This design comes from an exercise in tuning for small area, a short achievable clock period and few clock cycles per item on the open sky130 flow, not from production work.

==> trial 20: inputs <==
// ooo_core
module ooo_core (
    input  wire logic        clk,
    input  wire logic        i_arst_n,
    input  wire logic        i_disp_valid,
    input  wire logic [2:0]  i_disp_op,
    input  wire logic [4:0]  i_disp_rdst,
    input  wire logic [31:0] i_disp_a,
    input  wire logic [31:0] i_disp_b,
    output logic             o_disp_ready,
    output logic             o_ret_valid,
    output logic [4:0]       o_ret_rdst,
    output logic [2:0]       o_ret_tag,
    output logic [31:0]      o_ret_data,
    input  wire logic        i_ret_ready
);
    function automatic logic [31:0] rev32(logic [31:0] v);
        for (int i = 0; i < 32; i++) rev32[i] = v[31-i];
    endfunction
    logic        en;
    logic        take;
    logic        is_mul, is_shift, is_addsub, is_sub;
    logic [31:0] a0;
    logic [15:0] one0, two0, neg0;
    logic [32:0] bx;
    logic [31:0] bs;
    assign is_mul    = (i_disp_op == 3'd7);
    assign is_shift  = (i_disp_op == 3'd5) | (i_disp_op == 3'd6);
    assign is_addsub = (i_disp_op == 3'd0) | (i_disp_op == 3'd1);
    assign is_sub    = (i_disp_op == 3'd1);
    assign bs        = i_disp_b ^ {32{is_sub}};
    always_comb begin
        case (i_disp_op)
            3'd2:    a0 = i_disp_a & i_disp_b;
            3'd3:    a0 = i_disp_a | i_disp_b;
            3'd4:    a0 = i_disp_a ^ i_disp_b;
            3'd6:    a0 = rev32(i_disp_a);
            default: a0 = i_disp_a;
        endcase
    end
    assign bx = {i_disp_b, 1'b0};
    always_comb begin
        for (int j = 0; j < 16; j++) neg0[j] = bx[2*j+2] & is_mul;
    end
    always_comb begin
        for (int j = 0; j < 16; j++) begin
            if (is_mul) begin
                one0[j] = bx[2*j+1] ^ bx[2*j];
  ...
==> flow/config.mk <==
export PLATFORM = sky130hd
export DESIGN_NAME = ooo_core
export DESIGN_NICKNAME = ooo_core
export VERILOG_FILES = /design/flow/design.v
export SDC_FILE = /design/flow/constraint.sdc
export NUM_CORES = 4
export LEC_CHECK = 0
export CAP_MARGIN = 20
export CORE_MARGIN = 2
export CORE_UTILIZATION = 40
export SETUP_SLACK_MARGIN = 2.8
export SLEW_MARGIN = 20
==> flow/constraint.sdc <==
create_clock -name core_clock -period 6.5 [get_ports {clk}]
set_input_delay 1.3000 -clock core_clock [delete_from_list [all_inputs] [get_ports {clk}]]
set_output_delay 1.3000 -clock core_clock [all_outputs]
set_load 0.01 [all_outputs]
standard.sh (not shown) runs the stock make flow with config.mk's settings and CLKGATE_MAP_FILE= SYNTH_SCRIPT=/design/flow/synth_recipe.tcl, a recipe that flattens the netlist after the stock synthesis.
==> flow/flow/run.sh <==
#!/bin/bash
# The standard layout (standard.sh, unchanged ORFS steps), with one synthesis option:
# SYNTH_ARGS=-noabc skips the quick "abc -fast" inside Yosys's generic synth, so that
# extract_fa meets the carry-save adder tree as the RTL writes it and maps it onto
# full-adder cells without inverters between them. The main ABC mapping still runs.
# Registers and their names are the same as the standard synthesis's.
# Port buffers: every input and output port still gets its own buffer, but the smallest
# plain buffer rather than a delay buffer; the resizer upsizes the ones that need it.
set -euo pipefail
cd "$(dirname "${BASH_SOURCE[0]}")/.."
export SYNTH_ARGS="-noabc"
export BUFFER_PORTS_ARGS="-buffer_cell sky130_fd_sc_hd__buf_1"
bash standard.sh > flow_standard.log 2>&1
==> inputs of build 85, as changes to trial 20 <==
--- a/flow/config.mk
+++ b/flow/config.mk
@@ -7,6 +7,6 @@
 export LEC_CHECK = 0
 export CAP_MARGIN = 20
 export CORE_MARGIN = 2
-export CORE_UTILIZATION = 40
+export CORE_UTILIZATION = 55
 export SETUP_SLACK_MARGIN = 2.8
 export SLEW_MARGIN = 20
==> summary.txt <==
Outcome: build 85 timing/DRC/antenna clean; trial 20 timing/DRC/antenna clean
Final-layout fill cell count: build 85 3569; trial 20 5546
Area occupied by multi-input gates: build 85 14600 um^2; trial 20 14600 um^2
Final non-filler cell total: build 85 2742; trial 20 2917
Metal1 wirelength: build 85 29800 um; trial 20 31300 um
Destination of the worst register-to-register timing path: build 85 out_q[31]$_DFFE_PP_; trial 20 out_q[30]$_DFFE_PP_
X dimension of the die: build 85 215 um; trial 20 251 um
Highest fanout seen on the critical path: build 85 2; trial 20 4
Worst setup margin: build 85 2.74 ns; trial 20 2.70 ns
Multi-input gate share of the layout cell area: build 85 0.536; trial 20 0.538
Core Box Area: build 85 44000 um^2; trial 20 60400 um^2
Number of nets in the finished design: build 85 2558; trial 20 2545
Worst Setup EP: build 85 out_q[31]$_DFFE_PP_; trial 20 out_q[30]$_DFFE_PP_
Post-layout minimum cycle time: build 85 3.76 ns; trial 20 3.80 ns
Function was not checked in any run of this note: the RTL went through the layout flow alone.

re-timing with driven ports:
In the flow no input, the clock included, has a driving cell. The finished layouts below were timed again as built, in two steps. Step 1, drivers: a clkbuf_16 drives clk and a buf_2 each remaining input, both assumed. Step 2 times the ports against the registers' clock, not the clock port: input delays grow and output delays shrink by t, the midpoint of the rising clock arrivals with the driver on. Slacks: ideal ports / drivers / drivers and shift; pairs: ideal ports / drivers.
| run | shift t [ns] | slack for setup (ns) | hold WS [ns] | latest minus earliest clock arrival (ns) | cell pins on the clock port's net |
|---|---|---|---|---|---|
| trial 20 | 0.615 | 2.696 / 2.696 / 2.696 | 0.419 / 0.419 / 0.419 | 0.023 / 0.023 | 1 |
| build 85 | 0.607 | 2.743 / 2.743 / 2.743 | 0.419 / 0.419 / 0.419 | 0.025 / 0.025 | 1 |
After both steps setup and hold are still met in every run listed.
